What follows belongs to an exercise in optimizing a design on an open flow for small area, a short achievable clock period and few clock cycles per item; a production flow would make more cautious choices.
RTL that was checked went through simulation tests only; none was proved equivalent to the original.
Power figures rest on the tool's default switching activity, not on a simulated workload.

// date_text_to_day_number
module date_text_to_day_number (
    input  wire logic   i_clk,
    input  wire logic   i_rst_n,
    input  wire logic          i_char_valid,
    output logic               o_char_ready,
    input  wire logic [7:0]    i_char_code,
    input  wire logic          i_char_last,
    output logic               o_day_valid,
    input  wire logic          i_day_ready,
    output logic [21:0]        o_day_number,
    output logic               o_day_status
);
export LEC_CHECK = 0
export ABC_CLOCK_PERIOD_IN_PS = 2800
export CAP_MARGIN = 20
export CORE_MARGIN = 2
export CORE_UTILIZATION = 40
export CTS_BUF_LIST = sky130_fd_sc_hd__clkbuf_4 sky130_fd_sc_hd__clkbuf_8
export SETUP_SLACK_MARGIN = 4.5
export SLEW_MARGIN = 20
create_clock -name core_clock -period 7.5 [get_ports {i_clk}]
run.sh (not shown) runs the stock make flow with config.mk's settings and CLKGATE_MAP_FILE= SYNTH_SCRIPT=/design/flow/synth_recipe.tcl, a recipe that flattens the netlist after the stock synthesis.
The starting point completed with no timing, DRC or antenna violations.
Next try:
- ABC_CLOCK_PERIOD_IN_PS: 2800 -> 3000
- CTS_CLUSTER_SIZE: not set -> 24
- SETUP_SLACK_MARGIN: 4.5 -> 4.2
=> The new run completed without violations. Sequential power grows slightly. Routed wire length shrinks by roughly a tenth. Clock power shrinks by a few percent. Maximum frequency shrinks by a few percent.
Next try:
- CTS_BUF_LIST: sky130_fd_sc_hd__clkbuf_4 sky130_fd_sc_hd__clkbuf_8 -> not set
- CTS_CLUSTER_SIZE: 24 -> not set
Outcome:
- via count is higher by 0.62%
- area after synthesis does not change
- wire length is higher by 1.9%
- critical path depth is lower by 6
- core utilization is higher by 0.36 points
- die area does not change
- design area is higher by 0.72%
Next try:
- CTS_BUF_LIST: not set -> sky130_fd_sc_hd__clkbuf_4 sky130_fd_sc_hd__clkbuf_8
After rerunning: The new run went through all stages and came out clean; synthesized area is unchanged; clock power came out lower by a quarter to a third; final area came out lower slightly.
No functional check of the RTL was part of any run of this note.

* * *

Setup of build 14:
date_text_to_day_number, a different RTL version from the one above (not shown whole).
Size in the first run: roughly 670 cells after synthesis.
Settings: LEC_CHECK=0, ABC_CLOCK_PERIOD_IN_PS=2600, CAP_MARGIN=20, CORE_MARGIN=2, CORE_UTILIZATION=40, CTS_BUF_LIST=sky130_fd_sc_hd__clkbuf_4 sky130_fd_sc_hd__clkbuf_8, SETUP_SLACK_MARGIN=4.7, SLEW_MARGIN=20; clock period 7.5 ns.
standard.sh (not shown) runs the stock make flow with config.mk's settings and CLKGATE_MAP_FILE= SYNTH_SCRIPT=/design/flow/synth_recipe.tcl, a recipe that flattens the netlist after the stock synthesis.
==> flow/flow/run.sh <==
#!/bin/bash
# The standard layout (the standard.sh: ORFS synthesis through finish),
# with one change: the buffers that placement puts on the input and output
# ports are buf_2 cells instead of ORFS's default choice for sky130hd, a slow
# delay cell (clkdlybuf4s50_1). Every port still gets its own buffer.
# The make output goes to flow_make.log; ORFS keeps each step's log under
# orfs/logs/.
set -euo pipefail
export BUFFER_PORTS_ARGS="-buffer_cell sky130_fd_sc_hd__buf_2"
bash standard.sh finish > flow_make.log 2>&1
Build 14: flow completed, timing, DRC and antenna clean
Testbench counts of build 14, summed over its fixed seeds: cycles 28,567, items 3,200.
> inputs changed (build 14 -> build 32)
- SETUP_SLACK_MARGIN: 4.7 -> 4.5
- ABC_CLOCK_PERIOD_IN_PS: 2600 -> 2800
Findings:
Build 14 completed every stage of the flow, and the final layout passed the timing, DRC and antenna checks. Build 32 completed end to end with timing, DRC and antenna clean. Relative to build 14, the total power per unit cell area of build 32 is lower by 0.42%. Total number of H-tree levels came out exactly the same in build 14 and build 32. Sort build 14 and build 32 by global-route usage over all layers, ascending, and build 32 comes first. Comparing build 14 and build 32, final net count is higher on build 32. Build 32 against build 14: count of cell instances traversed by the critical path level, clock network fraction of total power level, post-route clock period utilization moved up, post-route worst setup slack moved down, area taken by flip-flops and latches level.
## Diff of input files: build 91 against build 32
==> flow/run.sh (new file) <==
#!/bin/bash
# synth_recipe.tcl (not shown) runs the flow's synth.tcl, then flattens the netlist and writes it again
# the make line also repeats each setting of config.mk as NAME=value (left out here)
make -C /OpenROAD-flow-scripts/flow DESIGN_CONFIG=/design/flow/config.mk WORK_HOME=/design/flow/orfs CLKGATE_MAP_FILE= SYNTH_SCRIPT=/design/flow/synth_recipe.tcl finish
removed: flow/flow/run.sh
removed: flow/standard.sh
==> run summary <==
Per the comparison of build 91 with build 32, part of the power in the clock network now larger; clock power now larger; clock buffer and inverter area fraction after layout now larger; final cycle utilization of the critical path now smaller; largest fanout on the critical path now smaller. In build 91 the design area turned out about 1.2% higher than in build 32. Changes observed in build 91 relative to build 32: routed wire length per instance lost 0.19 um, net switching power of the design went up. Build 32 has higher post-layout minimum cycle time than build 91. Build 91 drops fewer vias than build 32.

* * *

Another version of the RTL of date_text_to_day_number (not shown whole).
Size: about 660 cells after synthesis, ~70 flip-flops, about 38 I/O pins, ~0.0054 sq mm of cells after synthesis.
Settings: LEC_CHECK=0, ABC_CLOCK_PERIOD_IN_PS=3200, CAP_MARGIN=20, CORE_MARGIN=2, CORE_UTILIZATION=40, CTS_BUF_LIST=sky130_fd_sc_hd__clkbuf_4 sky130_fd_sc_hd__clkbuf_8, SETUP_SLACK_MARGIN=4.5, SLEW_MARGIN=20; clock period 7.5 ns.
==> flow/flow/run.sh <==
#!/bin/bash
# The standard layout (the standard.sh: ORFS synthesis through finish),
# with two changes:
# - the buffers that placement puts on the input and output ports are buf_2
#   cells instead of ORFS's default choice for sky130hd, a slow delay cell
#   (clkdlybuf4s50_1); every port still gets its own buffer;
# - clock tree synthesis uses clkbuf_4/clkbuf_8 and adds no dummy loads
#   (ORFS's own arguments otherwise).
# The make output goes to flow_make.log; ORFS keeps each step's log under
# orfs/logs/.
set -euo pipefail
export BUFFER_PORTS_ARGS="-buffer_cell sky130_fd_sc_hd__buf_2"
export CTS_ARGS="-sink_clustering_enable -repair_clock_nets -buf_list {sky130_fd_sc_hd__clkbuf_4 sky130_fd_sc_hd__clkbuf_8} -dont_use_dummy_load"
bash standard.sh finish > flow_make.log 2>&1
Testbench counts at the start, summed over its fixed seeds: cycles 28,567, items 3,200.
Edit:
--- a/flow/config.mk
+++ b/flow/config.mk
@@ -8 +8 @@
-export ABC_CLOCK_PERIOD_IN_PS = 3200
+export ABC_CLOCK_PERIOD_IN_PS = 2800
@@ -13 +13 @@
-export SETUP_SLACK_MARGIN = 4.5
+export SETUP_SLACK_MARGIN = 4.6
Utilization fell by 0.43 points.
Total power barely changes.
Sequential share of layout area is higher by 0.26 points.
Design area goes down by 0.91%.
Synthesized area does not change.
Wire length came out lower by 1.4%.
Clock-buffer cell count does not change.
First-iteration DRC count stays flat.
Setup slack improves by 0.081 ns.
Edit:
--- a/flow/config.mk
+++ b/flow/config.mk
@@ -13 +13 @@
-export SETUP_SLACK_MARGIN = 4.6
+export SETUP_SLACK_MARGIN = 4.7
Effect: The changed run produced a clean layout. Utilization is higher by 0.28 points. Wire length barely changes. Clock skew barely changes. Register-to-register slack hardly moves. Critical path depth fell by 2. Power rose by 0.44%. Die area is unchanged. Synthesized area does not change. Count of clock-buffer cells in the layout stays the same. Sequential share of layout area fell by 0.11 points.
Edit:
--- a/flow/config.mk
+++ b/flow/config.mk
@@ -13 +13 @@
-export SETUP_SLACK_MARGIN = 4.7
+export SETUP_SLACK_MARGIN = 4.5
=>
- total power came out lower slightly
- clock power stays flat
- synthesized area stays the same
- final area came out higher slightly
- setup slack loses 0.086 ns
- wire length came out higher slightly
- core utilization came out higher by 0.15 points
- global-route usage came out lower by 0.52 points

* * *

== the baseline ==
Another version of the RTL of date_text_to_day_number (not shown whole).
Size in the first run: about 770 cells after synthesis, roughly 73 flip-flops, about 38 I/O pins, about 6100 um2 of cells after synthesis.
## date_text_to_day_number
module date_text_to_day_number (
    input  wire logic   i_clk,
    input  wire logic   i_rst_n,
    input  wire logic          i_char_valid,
    output logic               o_char_ready,
    input  wire logic [7:0]    i_char_code,
    input  wire logic          i_char_last,
    output logic               o_day_valid,
    input  wire logic          i_day_ready,
    output logic [21:0]        o_day_number,
    output logic               o_day_status
);
Settings: LEC_CHECK=0, ABC_CLOCK_PERIOD_IN_PS=3500, CAP_MARGIN=20, CORE_MARGIN=2, CORE_UTILIZATION=40, SETUP_SLACK_MARGIN=3.0, SLEW_MARGIN=20; clock period 7.5 ns.
run.sh (not shown) runs the stock make flow with config.mk's settings and CLKGATE_MAP_FILE= SYNTH_SCRIPT=/design/flow/synth_recipe.tcl, a recipe that flattens the netlist after the stock synthesis.
Stock flow here: none of the scripts above is used.
The baseline finished end to end and its layout was clean on timing, DRC and antenna.
Relative to the baseline, the following input files were edited for the candidate:
Settings: ABC_CLOCK_PERIOD_IN_PS: 3500 -> 3000; SETUP_SLACK_MARGIN: 3.0 -> 4.2.
--- outcome ---
The candidate vs the baseline on register-to-register path setup slack: the candidate is the higher one. Measured against each other, the baseline and the candidate differ in first-pass GRT wire length, the higher figure coming from the candidate. Wire: the candidate routes more than the baseline. The candidate against the baseline; fmax is up by more than 10%.
No run of this note included a check of the RTL's function; only the layout flow was run.

* * *

xenon:
Another version of the RTL of date_text_to_day_number (not shown whole).
Size in the first run: ~690 cells after synthesis, roughly 64 flip-flops, roughly 5400 sq um of cells after synthesis.
==> flow/config.mk <==
export PLATFORM = sky130hd
export DESIGN_NAME = date_text_to_day_number
export DESIGN_NICKNAME = date_text_to_day_number
export VERILOG_FILES = /design/flow/design.v
export SDC_FILE = /design/flow/constraint.sdc
export NUM_CORES = 4
export LEC_CHECK = 0
export ABC_CLOCK_PERIOD_IN_PS = 3000
export CAP_MARGIN = 20
export CORE_MARGIN = 2
export CORE_UTILIZATION = 40
export PLACE_DENSITY = 0.45
export SETUP_SLACK_MARGIN = 3.5
export SLEW_MARGIN = 20
==> flow/constraint.sdc <==
create_clock -name core_clock -period 7.5 [get_ports {i_clk}]
set_input_delay 1.5000 -clock core_clock [delete_from_list [all_inputs] [get_ports {i_clk}]]
set_output_delay 1.5000 -clock core_clock [all_outputs]
set_load 0.01 [all_outputs]
Testbench counts of xenon, summed over its fixed seeds: cycles 28,566, items 3,200.
#### Input delta (pepper over xenon)
- swapping 3.5 for 4.2 in SETUP_SLACK_MARGIN
- clearing PLACE_DENSITY, which used to be 0.45
==> run summary <==
Global-route met3 utilization across xenon and pepper: no real change.
In the reports for xenon and pepper, the larger length of the first detailed-routing pass in iterations belongs to xenon.
pepper does worse than xenon on wire length of the first global-routing pass.
Diff xenon and pepper: routed wire length lower in xenon
Changes observed in pepper relative to xenon: smallest hold slack went up 0.0068 ns; switching share of power went down 2.1 points; multi-input combinational cell area went up about 6.6%.

* * *

Setup of delta:
date_text_to_day_number, a different RTL version from the one above (not shown whole).
Size in the first run: ~68 flip-flops, ~38 I/O pins, roughly 5300 um^2 of cells after synthesis.
==> flow/design.v (excerpt) <==
module date_text_to_day_number (
    input  wire logic   i_clk,
    input  wire logic   i_rst_n,
    input  wire logic          i_char_valid,
    output logic               o_char_ready,
    input  wire logic [7:0]    i_char_code,
    input  wire logic          i_char_last,
    output logic               o_day_valid,
    input  wire logic          i_day_ready,
    output logic [21:0]        o_day_number,
    output logic               o_day_status
);
clock: 7.5 ns
lec_check: 0
abc_clock_period_in_ps: 2800
cap_margin: 20
core_margin: 2
core_utilization: 40
cts_buf_list: sky130_fd_sc_hd__clkbuf_4 sky130_fd_sc_hd__clkbuf_8
place_density: 0.3
setup_slack_margin: 4.7
slew_margin: 20
standard.sh (not shown) runs the stock make flow with config.mk's settings and CLKGATE_MAP_FILE= SYNTH_SCRIPT=/design/flow/synth_recipe.tcl, a recipe that flattens the netlist after the stock synthesis.
Scripts as last shown in full above: flow/flow/run.sh
delta closes out successfully: all stages finished, all timing, DRC and antenna checks passed.
Testbench counts of delta, summed over its fixed seeds: cycles 28,567, items 3,200.
[inputs] sierra vs delta
- a change of SETUP_SLACK_MARGIN from 4.7 to 4.6
- a deleted PLACE_DENSITY that had been 0.3
==> comparison <==
sierra vs delta: number of logic stages on the critical path including buffering up
In terms of worst hold slack, sierra and delta differ only marginally.
Between delta and sierra, worst setup margin decreased.
~same multi-input combinational area share in sierra and delta
Taking delta as the reference, in sierra power density over cell area now larger, synthesized cell count comparable, wire length on met2 now smaller.
#### Input delta (amber over sierra)
- changing SETUP_SLACK_MARGIN from 4.6 to 4.7
- changing CORE_UTILIZATION from 40 to 55
==> run summary <==
Taking sierra as the reference, in amber post-route total power went down by about 0.56%; non-filler instance count after layout went down by 3.5%; hold slack now larger. Going from sierra to amber, maximum clock rate grew by about 1.7%, power density relative to cell area fell 2.3%, leakage dissipation saw an increase, number of instances in the placed design decreased by about 5% relative to the old numbers, overall routed net length went up 0.46%. amber ran to completion and came out clean on the timing, DRC and antenna checks.
> inputs changed (amber -> onyx)
- swapping 55 for 40 in CORE_UTILIZATION
- putting PLACE_DENSITY at 0.75 where nothing was set
Findings:
onyx ran to completion and came out clean on the timing, DRC and antenna checks. onyx reports its critical path endpoint as r_acc[5] while amber reports r_c1. The worst slack after detailed placement of onyx is higher than that of amber. Against amber, onyx reports a first-pass detailed-route iteration total that is lower. Changes observed in onyx relative to amber: global-route usage moved down, final net count down 6, maximum frequency decreased 0.51%, design area moved up, shortest clock period the worst path allows after layout higher. onyx — area added between synthesis and finish 1.4 points higher, amber as reference. Looking at final worst-path setup slack across onyx and amber, the one that comes out higher is amber.

* * *

Another version of the RTL of date_text_to_day_number (not shown whole).
Size in the first run: roughly 63 flip-flops, roughly 38 I/O pins, about 7400 µm² of cells after synthesis.
Design date_text_to_day_number, start of the top module:
module date_text_to_day_number (
    input  wire logic   i_clk,
    input  wire logic   i_rst_n,
    input  wire logic          i_char_valid,
    output logic               o_char_ready,
    input  wire logic [7:0]    i_char_code,
    input  wire logic          i_char_last,
    output logic               o_day_valid,
    input  wire logic          i_day_ready,
    output logic [21:0]        o_day_number,
    output logic               o_day_status
);
export LEC_CHECK = 0
export CAP_MARGIN = 20
export CORE_MARGIN = 2
export CORE_UTILIZATION = 40
export SLEW_MARGIN = 20
create_clock -name core_clock -period 7.5 [get_ports {i_clk}]
run.sh (not shown) runs the stock make flow with config.mk's settings and CLKGATE_MAP_FILE= SYNTH_SCRIPT=/design/flow/synth_recipe.tcl, a recipe that flattens the netlist after the stock synthesis.
Stock flow here: none of the scripts above is used.
Testbench counts at the start, summed over its fixed seeds: cycles 28,540, items 3,200.
Change:
Settings changed: ABC_CLOCK_PERIOD_IN_PS set to 4000, SETUP_SLACK_MARGIN set to 3.0.
After rerunning: Die area does not change. Routed wire length grows by 2.4%. Design area grows by 5.0%. Via count grows by 1.9%.

* * *

Setup of 05-03:
Another version of the RTL of date_text_to_day_number (not shown whole).
For scale: about 840 cells after synthesis, ~65 flip-flops.
clock: 7.5 ns
lec_check: 0
abc_clock_period_in_ps: 4000
cap_margin: 20
core_margin: 2
core_utilization: 40
setup_slack_margin: 3.0
slew_margin: 20
Here is what was changed in the inputs of 07-12 compared with 05-03.
- clearing SETUP_SLACK_MARGIN, which used to be 3.0
- clearing ABC_CLOCK_PERIOD_IN_PS, which used to be 4000
==> run summary <==
Timing endpoint of the critical path: r_acc[15] -> 07-12, r_acc[20] -> 05-03. The higher sequential share of cell area of 07-12 and 05-03 is in 07-12. Compared with 05-03, 07-12 is the less power-hungry design. The layer with the highest usage after global routing comes out met2 in one run and met1 in the other, namely in 05-03 and 07-12 respectively. 07-12 ran to completion and came out clean on the timing, DRC and antenna checks. Per the comparison of 07-12 with 05-03, logic depth of the worst setup path including buffers +1; area of the multi-input gates -about 6%; leakage power of the design -about 6%.
No functional check of the RTL was part of any run of this note.

* * *

date_text_to_day_number with an RTL version that a note above also has.
Size in the first run: about 68 flip-flops, about 5300 sq um of cells after synthesis.
export LEC_CHECK = 0
export ABC_CLOCK_PERIOD_IN_PS = 2800
export CAP_MARGIN = 20
export CORE_MARGIN = 2
export CORE_UTILIZATION = 40
export CTS_BUF_LIST = sky130_fd_sc_hd__clkbuf_4 sky130_fd_sc_hd__clkbuf_8
export PLACE_DENSITY = 0.4
export SETUP_SLACK_MARGIN = 4.7
export SLEW_MARGIN = 20
export TNS_END_PERCENT = 20
create_clock -name core_clock -period 7.5 [get_ports {i_clk}]
standard.sh (not shown) runs the stock make flow with config.mk's settings and CLKGATE_MAP_FILE= SYNTH_SCRIPT=/design/flow/synth_recipe.tcl, a recipe that flattens the netlist after the stock synthesis.
Scripts as last shown in full above: flow/flow/run.sh
Testbench counts at the start, summed over its fixed seeds: cycles 28,567, items 3,200.
==> next run, changes <==
PLACE_DENSITY = 0.5   (was 0.4)
TNS_END_PERCENT = default   (was 20)
What happened: Wire length is lower by 0.44%; final area barely changes; setup slack got worse by 0.014 ns; hold slack got worse by 0.0041 ns; critical path depth decreases by 2; clock skew rises by 0.013 ns; die area does not change; utilization hardly moves.
==> next run, changes <==
PLACE_DENSITY = 0.4   (was 0.5)
SETUP_SLACK_MARGIN = 4.85   (was 4.7)
After rerunning: The new run completed without violations. Setup slack improved by 0.014 ns. Synthesized area is unchanged. Via count goes up by 1.5%. Cell area goes up by 6.9%. Non-clock buffer count goes up by 24. Count of clock-buffer cells in the layout is unchanged. Clock skew goes down by 0.0062 ns. Power goes up by 1.6%. Final cell count goes up by 2.7%. Flip-flop and latch count is unchanged.
==> next run, changes <==
PLACE_DENSITY = default   (was 0.4)
SETUP_SLACK_MARGIN = 4.7   (was 4.85)
=> The changed run finished with timing, DRC and antenna clean; clock power is about the same; clock-buffer cell count is unchanged; critical path depth grows by 1; clock skew went down by 0.0039 ns; sequential power stays flat; cell count is lower by 2.7%; cell area drops by 8.2%; wire length falls by 11%; worst setup slack degrades by 0.093 ns; power came out lower by 1.9%; sequential share of layout area increases by 2.2 points.
==> next run, changes <==
PLACE_DENSITY = 0.4   (was default)
The new run produced a clean layout.
Power went up by about 1.1%.
Worst setup slack gets better by 0.11 ns.
Global-route usage increases by 1.7 points.
==> next run, changes <==
CAP_MARGIN = 5   (was 20)
SLEW_MARGIN = 5   (was 20)
Via count does not change.
Total power stays the same.
Setup slack does not change.
Clock skew stays the same.
Global-route usage is unchanged.
Sequential share of layout area is unchanged.
Utilization is unchanged.

==> static timing again, ports no longer ideal <==
The flow's constraints put no driver on any port. The routed layouts listed below were extracted and timed again, unchanged, in two steps.
Step 1 assumes that a clkbuf_16 drives the clock port and a buf_2 every other input.
Step 2 adds t to the input delays and takes it off the output delays; t is the mean of the earliest and latest rising clock arrival at the registers after step 1. Input paths then give back, and output paths get back, about the clock's delay inside the block.
Three values: no drivers, after step 1, after step 2; two values: the first two.
run | shift t [ns] | setup WS [ns] | hold slack, ns | pins driven straight from the clock port
the first run of note 1 | 0.414 | 4.460 / 4.460 / 4.298 | 0.540 / 0.540 / 0.540 | 1
the second run of note 1 | 0.397 | 4.329 / 4.329 / 4.329 | 0.512 / 0.512 / 0.512 | 1
the third run of note 1 | 0.380 | 4.240 / 4.240 / 4.240 | 0.513 / 0.513 / 0.513 | 1
the fourth run of note 1 | 0.397 | 4.329 / 4.329 / 4.329 | 0.512 / 0.512 / 0.512 | 1
build 14 | 0.396 | 4.402 / 4.402 / 4.402 | 0.524 / 0.524 / 0.524 | 1
build 32 | 0.406 | 4.343 / 4.343 / 4.343 | 0.515 / 0.515 / 0.515 | 1
build 91 | 0.404 | 4.454 / 4.454 / 4.454 | 0.525 / 0.525 / 0.525 | 1
the first run of note 3 | 0.386 | 4.615 / 4.615 / 4.502 | 0.514 / 0.514 / 0.514 | 1
the second run of note 3 | 0.388 | 4.696 / 4.696 / 4.501 | 0.514 / 0.514 / 0.514 | 1
the third run of note 3 | 0.390 | 4.701 / 4.701 / 4.498 | 0.515 / 0.515 / 0.515 | 1
the fourth run of note 3 | 0.386 | 4.615 / 4.615 / 4.502 | 0.514 / 0.514 / 0.514 | 1
the baseline | 0.390 | 3.243 / 3.243 / 3.243 | 0.478 / 0.478 / 0.478 | 1
the candidate | 0.388 | 3.997 / 3.997 / 3.997 | 0.476 / 0.476 / 0.476 | 1
xenon | 0.391 | 3.732 / 3.732 / 3.732 | 0.578 / 0.578 / 0.578 | 1
pepper | 0.381 | 4.230 / 4.230 / 4.230 | 0.585 / 0.585 / 0.585 | 1
delta | 0.400 | 4.793 / 4.793 / 4.608 | 0.546 / 0.546 / 0.546 | 1
sierra | 0.389 | 4.615 / 4.615 / 4.588 | 0.545 / 0.545 / 0.545 | 1
amber | 0.374 | 4.663 / 4.663 / 4.498 | 0.558 / 0.558 / 0.558 | 1
onyx | 0.389 | 4.649 / 4.649 / 4.537 | 0.563 / 0.563 / 0.563 | 1
the first run of note 7 | 0.378 | 2.180 / 2.180 / 2.180 | 0.479 / 0.479 / 0.479 | 1
the second run of note 7 | 0.380 | 3.053 / 3.053 / 3.053 | 0.478 / 0.478 / 0.478 | 1
05-03 | 0.387 | 2.670 / 2.670 / 2.670 | 0.471 / 0.471 / 0.471 | 1
07-12 | 0.388 | 1.054 / 1.054 / 1.054 | 0.477 / 0.477 / 0.477 | 1
the first run of note 9 | 0.397 | 4.774 / 4.774 / 4.456 | 0.546 / 0.546 / 0.546 | 1
the second run of note 9 | 0.390 | 4.760 / 4.760 / 4.650 | 0.542 / 0.542 / 0.542 | 1
the third run of note 9 | 0.388 | 4.774 / 4.774 / 4.655 | 0.543 / 0.543 / 0.543 | 1
the fourth run of note 9 | 0.392 | 4.681 / 4.681 / 4.555 | 0.545 / 0.545 / 0.545 | 1
the fifth run of note 9 | 0.400 | 4.793 / 4.793 / 4.608 | 0.546 / 0.546 / 0.546 | 1
the sixth run of note 9 | 0.400 | 4.793 / 4.793 / 4.608 | 0.546 / 0.546 / 0.546 | 1
After both steps every run listed still meets setup and hold. The setup slack of the first run of note 9, which loses most, moves by 0.000 ns with the drivers and by -0.318 ns with both steps.
